Context: an optimization exercise on an open-source flow, tuned for small area and a short achievable clock period. The choices shown serve that exercise and are no tape-out recipe.
RTL that was checked went through simulation tests only; none was proved equivalent to the original.
Power is estimated from default activity; no workload was simulated.

wip/maple:
## reg_trace_buffer
module reg_trace_buffer
#(
    parameter int XLEN       = 32,
    parameter int ADDR_W     = 8,
    parameter int DEPTH      = 16,
    parameter int CYC_W      = 16,
    parameter int MAX_CYCLES = 40000,
    parameter int OVF_W      = 8,
    localparam int ENTRY_W   = trace_pkg::entry_width(XLEN, ADDR_W, CYC_W),
    localparam int CNT_W     = $clog2(DEPTH) + 1
) (
    input  logic               clk,
    input  logic               rst,
    input  logic               rf_we,
    input  logic [4:0]         rf_waddr,
    input  logic [XLEN-1:0]    rf_wdata,
    input  logic               dm_we,
    input  logic [XLEN-1:0]    dm_addr,
    input  logic [XLEN-1:0]    dm_wdata,
    output logic               rd_valid,
    input  logic               rd_ready,
    output logic [ENTRY_W-1:0] rd_data,
    output logic [CNT_W-1:0]   count,
    output logic               full,
    output logic               halted,
    output logic [CYC_W-1:0]   cycle,
    output logic [OVF_W-1:0]   ovf_cnt
);
clock: 4.3 ns
lec_check: 0
cap_margin: 20
core_margin: 2
core_utilization: 55
cts_cluster_diameter: 60
cts_cluster_size: 24
setup_slack_margin: 2.2
slew_margin: 20
run.sh (not shown) runs the stock make flow with config.mk's settings and CLKGATE_MAP_FILE= SYNTH_SCRIPT=/design/flow/synth_recipe.tcl, a recipe that flattens the netlist after the stock synthesis.
wip/maple: no failed stages, no open violations at the end
## Diff of input files: wip/sierra against wip/maple
Settings: a deleted CTS_CLUSTER_SIZE that had been 24; a change of SETUP_SLACK_MARGIN from 2.2 to 2.35; a deleted CTS_CLUSTER_DIAMETER that had been 60.
[summary]
- Going from wip/maple to wip/sierra, cell area grows by 0.0022 sq mm.
- wip/sierra | status: complete | timing, DRC, antenna: pass
- Taking wip/maple as the reference, in wip/sierra number of antenna violations at the first check in global routing went up 1; power share of the sequential group went down 6.3 points.
Inputs modified between wip/sierra and wip/zinc:
Settings: swapping 2.35 for 2.2 in SETUP_SLACK_MARGIN.
==> summary.txt <==
Final cell count (higher): wip/sierra
On power per cell area: between wip/zinc and wip/sierra, it ends up lower for wip/sierra.
Via count ends up higher on wip/sierra.
Number of buffers other than clock buffers in the final layout in wip/zinc is 19% lower than in wip/sierra
In wip/zinc the portion of the clock cycle consumed by the worst path in the final layout turned out 1.4 points higher than in wip/sierra.
Lower part of the total power dissipated in combinational logic goes to wip/zinc over wip/sierra.
Of wip/zinc and wip/sierra, the lower final cell utilization of the core belongs to wip/zinc.
Relative max-transition margin: wip/zinc vs wip/sierra down 18 points
No run of this note included a check of the RTL's function; only the layout flow was run.

* * *

reg_trace_buffer, a different RTL version from the one above (not shown whole).
For scale: about 2500 cells after synthesis, ~1000 flip-flops, ~200 I/O pins.
make LEC_CHECK=0 CAP_MARGIN=20 CORE_MARGIN=2 CORE_UTILIZATION=40 SLEW_MARGIN=20 finish   # period 4.3 ns
Change:
Settings changed: ABC_CLOCK_PERIOD_IN_PS from default to 1800, CORE_UTILIZATION 40 to 65, SETUP_SLACK_MARGIN from default to 2.3.
- via count went up by about 20%
- sequential share of layout area went down by 5.2 points
- worst setup slack gets better by 850 ps

* * *

reg_trace_buffer, a different RTL version from the one above (not shown whole).
Size: roughly 2600 cells after synthesis, ~1000 flip-flops, about 200 I/O pins.
// reg_trace_buffer
module reg_trace_buffer
#(
    parameter int XLEN       = 32,
    parameter int ADDR_W     = 8,
    parameter int DEPTH      = 16,
    parameter int CYC_W      = 16,
    parameter int MAX_CYCLES = 40000,
    parameter int OVF_W      = 8,
    localparam int ENTRY_W   = trace_pkg::entry_width(XLEN, ADDR_W, CYC_W),
    localparam int CNT_W     = $clog2(DEPTH) + 1
) (
    input  logic               clk,
    input  logic               rst,
    input  logic               rf_we,
    input  logic [4:0]         rf_waddr,
    input  logic [XLEN-1:0]    rf_wdata,
    input  logic               dm_we,
    input  logic [XLEN-1:0]    dm_addr,
    input  logic [XLEN-1:0]    dm_wdata,
    output logic               rd_valid,
    input  logic               rd_ready,
    output logic [ENTRY_W-1:0] rd_data,
    output logic [CNT_W-1:0]   count,
    output logic               full,
    output logic               halted,
    output logic [CYC_W-1:0]   cycle,
    output logic [OVF_W-1:0]   ovf_cnt
);
Settings: LEC_CHECK=0, CAP_MARGIN=20, CORE_MARGIN=2, CORE_UTILIZATION=60, SETUP_SLACK_MARGIN=2.3, SLEW_MARGIN=20; clock period 4.3 ns.
standard.sh (not shown) runs the stock make flow with config.mk's settings and CLKGATE_MAP_FILE= SYNTH_SCRIPT=/design/flow/synth_recipe.tcl, a recipe that flattens the netlist after the stock synthesis.
==> flow/flow/run.sh <==
#!/bin/bash
# Layout flow: the standard flow (standard synthesis unchanged), with two
# layout choices changed through ORFS's own variables:
#  - clock tree synthesis without dummy loads (the tree is not padded with
#    extra load cells for balancing);
#  - ports buffered with sky130_fd_sc_hd__buf_1 (every port still gets a buffer).
# The make output goes to standard.log here; ORFS keeps each step's log under
# orfs/logs/.
set -euo pipefail
export CTS_ARGS="-sink_clustering_enable -repair_clock_nets -dont_use_dummy_load -sink_clustering_size 24 -sink_clustering_max_diameter 60"
export BUFFER_PORTS_ARGS="-buffer_cell sky130_fd_sc_hd__buf_1"
bash standard.sh finish > standard.log 2>&1
Edit:
--- a/flow/flow/run.sh
+++ b/flow/flow/run.sh
@@ -6 +6 @@
-#  - ports buffered with sky130_fd_sc_hd__buf_1 (every port still gets a buffer).
+#  - ports buffered with sky130_fd_sc_hd__buf_2 (every port still gets a buffer).
@@ -11 +11 @@
-export BUFFER_PORTS_ARGS="-buffer_cell sky130_fd_sc_hd__buf_1"
+export BUFFER_PORTS_ARGS="-buffer_cell sky130_fd_sc_hd__buf_2"
After rerunning: Count of clock-buffer cells in the layout climbs by 3. Final area drops by 0.80%. Global-route usage hardly moves. Utilization drops by 0.56 points. Cell count drops by 0.52%. Via count drops by 1.2%. Clock power climbs by about 2%.

* * *

run 1:
reg_trace_buffer, a different RTL version from the one above (not shown whole).
For scale: ~1100 flip-flops, ~200 I/O pins.
export LEC_CHECK = 0
export CAP_MARGIN = 20
export CORE_MARGIN = 2
export CORE_UTILIZATION = 45
export SETUP_SLACK_MARGIN = 2.35
export SLEW_MARGIN = 20
create_clock -name core_clock -period 4.3 [get_ports {clk}]
==> flow/flow/run.sh <==
#!/bin/bash
# Layout flow: the standard flow (standard synthesis unchanged), with two
# layout choices changed through ORFS's own variables:
#  - clock tree synthesis without dummy loads (the tree is not padded with
#    extra load cells for balancing);
#  - ports buffered with sky130_fd_sc_hd__buf_2 (every port still gets a buffer).
# The make output goes to standard.log here; ORFS keeps each step's log under
# orfs/logs/.
set -euo pipefail
export CTS_ARGS="-sink_clustering_enable -repair_clock_nets -dont_use_dummy_load -sink_clustering_size 24 -sink_clustering_max_diameter 60"
export BUFFER_PORTS_ARGS="-buffer_cell sky130_fd_sc_hd__buf_2"
bash standard.sh finish > standard.log 2>&1
The flow did not stop early for run 1: all stages ran, and the layout cleared the timing, design-rule and antenna checks.
Relative to run 1, the following input files were edited for run 2:
# run 1
export LEC_CHECK = 0
export CAP_MARGIN = 20
export CORE_MARGIN = 2
export CORE_UTILIZATION = 45
export SETUP_SLACK_MARGIN = 2.35
export SLEW_MARGIN = 20
create_clock -name core_clock -period 4.3 [get_ports {clk}]
# run 2
export LEC_CHECK = 0
export CAP_MARGIN = 20
export CORE_MARGIN = 2
export CORE_UTILIZATION = 55
export SETUP_SLACK_MARGIN = 2.35
export SLEW_MARGIN = 20
create_clock -name core_clock -period 4.3 [get_ports {clk}]
--- a/flow/flow/run.sh
+++ b/flow/flow/run.sh
@@ -9,3 +9,3 @@
 set -euo pipefail
-export CTS_ARGS="-sink_clustering_enable -repair_clock_nets -dont_use_dummy_load -sink_clustering_size 24 -sink_clustering_max_diameter 60"
+export CTS_ARGS="-sink_clustering_enable -repair_clock_nets -dont_use_dummy_load -sink_clustering_size 40 -sink_clustering_max_diameter 45"
 export BUFFER_PORTS_ARGS="-buffer_cell sky130_fd_sc_hd__buf_2"
[summary]
Against run 1, total instance count after detailed placement in run 2 fell by a few percent.
The critical path depth of run 2 and that of run 1 are within noise of each other.
In run 2, switching power as a share of total power is lower than in run 1.
Combinational group share of total power (lower): run 2
Sequential share of layout area in run 2 vs run 1: down 0.65 points
Slew of the pin with the lowest slew margin was lower in run 2 than in run 1.
Combinational logic power ended up about 3% lower on run 2 than on run 1.
Run 2 ends up with higher overall track demand over capacity in global routing than run 1 does.
#### Input delta (run 3 over run 2)
# run 2
export LEC_CHECK = 0
export CAP_MARGIN = 20
export CORE_MARGIN = 2
export CORE_UTILIZATION = 55
export SETUP_SLACK_MARGIN = 2.35
export SLEW_MARGIN = 20
create_clock -name core_clock -period 4.3 [get_ports {clk}]
# run 3
export LEC_CHECK = 0
export CAP_MARGIN = 20
export CORE_MARGIN = 2
export CORE_UTILIZATION = 65
export SETUP_SLACK_MARGIN = 2.35
export SLEW_MARGIN = 20
create_clock -name core_clock -period 4.3 [get_ports {clk}]
--- a/flow/flow/run.sh
+++ b/flow/flow/run.sh
@@ -9,3 +9,3 @@
 set -euo pipefail
-export CTS_ARGS="-sink_clustering_enable -repair_clock_nets -dont_use_dummy_load -sink_clustering_size 40 -sink_clustering_max_diameter 45"
+export CTS_ARGS="-sink_clustering_enable -repair_clock_nets -dont_use_dummy_load -sink_clustering_size 24 -sink_clustering_max_diameter 60"
 export BUFFER_PORTS_ARGS="-buffer_cell sky130_fd_sc_hd__buf_2"
--- outcome ---
- In run 3, the die width came out about 8% below the value in run 2.
- Count of inserted antenna diode cells for run 3: 1 down relative to run 2
- Run 2 did not stop at any stage, and its layout met the timing, design-rule and antenna checks.
- Having completed the whole flow, run 3 delivered a layout that passed the timing, design-rule and antenna checks.
- When run 3 is set beside run 2, its area added between synthesis and finish turns out to be 4.1 points smaller.
- Summary of run 3 over run 2: fmax fell by 0.33%, non-clock buffer count higher, routed length per instance now sits higher, worst setup slack shrank by 0.0067 ns, sequential logic power level.
The following lists how run 4 was set up differently from run 3:
# run 3
export LEC_CHECK = 0
export CAP_MARGIN = 20
export CORE_MARGIN = 2
export CORE_UTILIZATION = 65
export SETUP_SLACK_MARGIN = 2.35
export SLEW_MARGIN = 20
create_clock -name core_clock -period 4.3 [get_ports {clk}]
# run 4
export LEC_CHECK = 0
export CAP_MARGIN = 20
export CORE_MARGIN = 2
export CORE_UTILIZATION = 55
export SETUP_SLACK_MARGIN = 2.3
export SLEW_MARGIN = 20
create_clock -name core_clock -period 4.3 [get_ports {clk}]
Notes after the runs:
Of the two values seen for critical path endpoint, cnt_n_q[4] was produced by run 4 and rd_data[49] by run 3. Run 4 against run 3: cell area after layout saw a decrease; number of placed cells counting well taps went up; number of core rows shows an increase of 8.6%.

* * *

reg_trace_buffer, a different RTL version from the one above (not shown whole).
Size in the first run: roughly 2500 cells after synthesis, about 1000 flip-flops, roughly 200 I/O pins.
Settings: LEC_CHECK=0, CAP_MARGIN=20, CORE_MARGIN=2, CORE_UTILIZATION=60, SETUP_SLACK_MARGIN=2.25, SLEW_MARGIN=20; clock period 4.3 ns.
==> flow/flow/run.sh <==
#!/bin/bash
# Layout flow: the standard flow (standard synthesis unchanged), with two
# layout choices changed through ORFS's own variables:
#  - clock tree synthesis without dummy loads (the tree is not padded with
#    extra load cells for balancing);
#  - ports buffered with sky130_fd_sc_hd__buf_2 (every port still gets a buffer).
# The make output goes to standard.log here; ORFS keeps each step's log under
# orfs/logs/.
set -euo pipefail
export CTS_ARGS="-sink_clustering_enable -repair_clock_nets -dont_use_dummy_load -sink_clustering_size 24 -sink_clustering_max_diameter 60"
export BUFFER_PORTS_ARGS="-buffer_cell sky130_fd_sc_hd__buf_2"
bash standard.sh finish > standard.log 2>&1
The starting point completed with no timing, DRC or antenna violations.
Next try:
SETUP_SLACK_MARGIN = 2.3   (was 2.25)
What happened: The changed run ran to the end with no violations. Final area climbs slightly. Sequential cell count does not change. Non-clock buffer count rises by 37.
No run of this note included a check of the RTL's function; only the layout flow was run.

* * *

Setup of JK:
RTL: one of the versions met above, not the one the previous note started from.
Size in the first run: roughly 200 I/O pins, roughly 42000 um^2 of cells after synthesis.
clock: 4.3 ns
lec_check: 0
cap_margin: 20
core_margin: 2
core_utilization: 55
setup_slack_margin: 2.35
slew_margin: 70
Scripts as last shown in full above: flow/flow/run.sh
Both conditions hold for JK: the flow ran to the end and the final layout passed the timing, design-rule and antenna checks.
Setup changes, JK to MS
diff --git a/flow/config.mk b/flow/config.mk
--- a/flow/config.mk
+++ b/flow/config.mk
@@ -11,2 +11,2 @@
 export SETUP_SLACK_MARGIN = 2.35
-export SLEW_MARGIN = 70
+export SLEW_MARGIN = 50
### Flow results
Per the comparison of MS with JK, period utilization went up 2.2 points, standard cell area after detailed placement went down 1600 um^2, depth of the worst register-to-register path went up 1, wire length went up about 1.2%. Of the two values seen for type of the worst setup path, reg2reg was produced by MS and reg2out by JK. Changes observed in MS relative to JK: clock buffer count in the final layout has decreased, sequential share of layout area went up, internal power contribution went down about 0.6%, non-clock buffering overhead in the final layout lost 2.3 points. The maximum clock frequency of MS is lower than that of JK. The beginning of the critical path comes out s_rf_first_q in one run and head_q[45] in the other, namely in MS and JK respectively. Between MS and JK, it is MS whose pre-CTS worst setup slack is lower, by 140 ps.

* * *

reg_trace_buffer, a different RTL version from the one above (not shown whole).
For scale: about 2500 cells after synthesis, ~1000 flip-flops, ~200 I/O pins, ~39000 um2 of cells after synthesis.
export LEC_CHECK = 0
export CAP_MARGIN = 20
export CORE_MARGIN = 2
export CORE_UTILIZATION = 60
export SETUP_SLACK_MARGIN = 2.35
export SLEW_MARGIN = 20
create_clock -name core_clock -period 4.3 [get_ports {clk}]
Scripts as last shown in full above: flow/flow/run.sh
Next try:
Settings changed: SETUP_SLACK_MARGIN 2.35 to 2.3.
Worst setup slack is better by 0.091 ns.
Synthesized cell count is unchanged.
Sequential share of layout area grows by 2.5 points.
Combinational power went down by 13%.
Global-route usage goes down by 0.79 points.
Total power goes down by 1.9%.
Final area fell by 4.0%.
Count of clock-buffer cells in the layout does not change.
Sequential cell count stays the same.

* * *

## purple
reg_trace_buffer, a different RTL version from the one above (not shown whole).
Size in the first run: roughly 2600 cells after synthesis, about 1100 flip-flops, ~200 I/O pins.
// reg_trace_buffer
module reg_trace_buffer
#(
    parameter int XLEN       = 32,
    parameter int ADDR_W     = 8,
    parameter int DEPTH      = 16,
    parameter int CYC_W      = 16,
    parameter int MAX_CYCLES = 40000,
    parameter int OVF_W      = 8,
    localparam int ENTRY_W   = trace_pkg::entry_width(XLEN, ADDR_W, CYC_W),
    localparam int CNT_W     = $clog2(DEPTH) + 1
) (
    input  logic               clk,
    input  logic               rst,
    input  logic               rf_we,
    input  logic [4:0]         rf_waddr,
    input  logic [XLEN-1:0]    rf_wdata,
    input  logic               dm_we,
    input  logic [XLEN-1:0]    dm_addr,
    input  logic [XLEN-1:0]    dm_wdata,
    output logic               rd_valid,
    input  logic               rd_ready,
    output logic [ENTRY_W-1:0] rd_data,
    output logic [CNT_W-1:0]   count,
    output logic               full,
    output logic               halted,
    output logic [CYC_W-1:0]   cycle,
    output logic [OVF_W-1:0]   ovf_cnt
);
    logic [CYC_W-1:0]   cycle_q;
    logic               halted_q;
    logic [OVF_W-1:0]   ovf_q;
    logic [CNT_W-1:0]   count_q;
    logic               valid_q;
    logic               full_q;
    logic [ENTRY_W-1:0] head_q;
    logic [CYC_W-1:0]   cyc_n_q;   
    logic               run_q;     
    logic [CNT_W-1:0]   cnt_n_q;   
    logic               lv0_q, lv1_q, lv2_q, lvf1_q, lvf_q;
    localparam int SLOTS = DEPTH - 1;
    logic [SLOTS-1:0]   wp_q;      
    logic               wp_odd_q;  
    logic [SLOTS-1:0]   rn_q;      
    logic               hs_m_q, hs_s0_q;
    logic               hs_inrun_q;  
    logic               acc1_q;     
    logic               acc2_q;     
    logic               acc2p_q;    
    logic               fullrun_q;  
    logic [CYC_W-1:0]   s_cyc_q;
    logic [4:0]         s_rf_addr_q;
    logic [XLEN-1:0]    s_rf_data_q;
  ...
clock: 4.3 ns
lec_check: 0
cap_margin: 20
core_margin: 2
core_utilization: 55
setup_slack_margin: 2.45
slew_margin: 20
==> flow/flow/run.sh <==
#!/bin/bash
# Layout flow: the standard flow (standard synthesis unchanged), with two
# layout choices changed through ORFS's own variables:
#  - clock tree synthesis without dummy loads (the tree is not padded with
#    extra load cells for balancing);
#  - ports buffered with sky130_fd_sc_hd__buf_2 (every port still gets a buffer).
# The make output goes to standard.log here; ORFS keeps each step's log under
# orfs/logs/.
set -euo pipefail
export CTS_ARGS="-sink_clustering_enable -repair_clock_nets -dont_use_dummy_load -sink_clustering_size 30 -sink_clustering_max_diameter 50"
export BUFFER_PORTS_ARGS="-buffer_cell sky130_fd_sc_hd__buf_2"
bash standard.sh finish > standard.log 2>&1
Input changes introduced in green (baseline for comparison: purple):
- changing SETUP_SLACK_MARGIN from 2.45 to 2.35
==> comparison <==
Diff purple -> green: final worst-path setup slack saw an increase, placement-stage worst setup slack saw an increase. green vs purple, internal power went up by 0.32%. Sequential fraction of total cell area came out higher on green than on purple. purple vs green, top layer reached by signal wires: met4 vs met5. Measured against each other, purple and green differ in routed wire length, the lower figure coming from green. The minimum clock period number comes out lower for green vs purple. Row via count of the first global-routing pass: green lower / purple higher. Sequential cell count came out exactly the same in purple and green. Between green and purple, the sequential-cell power consumption figures differ only marginally.

==> port drivers added, routing unchanged <==
The flow's constraints put no driver on any port. The routed layouts listed below were extracted and timed again, unchanged, in two steps.
Step 1: set_driving_cell puts a clkbuf_16 on clk and a buf_2 on each other input, an assumption about the parent block.
Step 2, shift: input delay + t, output delay - t, t = (earliest + latest rising clock arrival at the registers) / 2. This alone moves slack from input paths to output paths.
Slacks: no drivers / after step 1 / after step 2; pairs: no drivers / after step 1.
run | shift t [ns] | setup slack, ns | worst register clock-pin slew, ns
wip/maple | 0.688 | 2.192 / 2.154 / 1.614 | 0.09 / 0.09
wip/sierra | 0.742 | 2.256 / 2.183 / 1.713 | 0.07 / 0.07
wip/zinc | 0.746 | 2.194 / 2.159 / 1.522 | 0.06 / 0.06
the first run of note 2 | 0.736 | 1.203 / 1.139 / 0.681 | 0.07 / 0.07
the second run of note 2 | 0.736 | 2.055 / 2.055 / 1.392 | 0.08 / 0.08
the first run of note 3 | 0.711 | 2.274 / 2.208 / 1.599 | 0.10 / 0.10
the second run of note 3 | 0.722 | 2.250 / 2.183 / 1.634 | 0.10 / 0.10
run 1 | 0.700 | 2.216 / 2.151 / 1.647 | 0.09 / 0.09
run 2 | 0.726 | 2.271 / 2.201 / 1.654 | 0.07 / 0.07
run 3 | 0.708 | 2.265 / 2.199 / 1.667 | 0.09 / 0.09
run 4 | 0.686 | 2.298 / 2.242 / 1.644 | 0.09 / 0.09
the first run of note 5 | 0.710 | 2.233 / 2.206 / 1.565 | 0.10 / 0.10
the second run of note 5 | 0.713 | 2.231 / 2.208 / 1.560 | 0.09 / 0.09
JK | 0.683 | 2.311 / 2.241 / 1.753 | 0.09 / 0.09
MS | 0.687 | 2.215 / 2.215 / 1.672 | 0.09 / 0.09
the first run of note 7 | 0.705 | 2.205 / 2.208 / 1.503 | 0.10 / 0.10
the second run of note 7 | 0.708 | 2.296 / 2.223 / 1.615 | 0.09 / 0.09
purple | 0.709 | 2.246 / 2.198 / 1.672 | 0.10 / 0.10
green | 0.712 | 2.252 / 2.183 / 1.666 | 0.08 / 0.08
After both steps setup and hold are still met in every run listed. The setup slack of the first run of note 7, which loses most, moves by +0.003 ns with the drivers and by -0.702 ns with both steps.
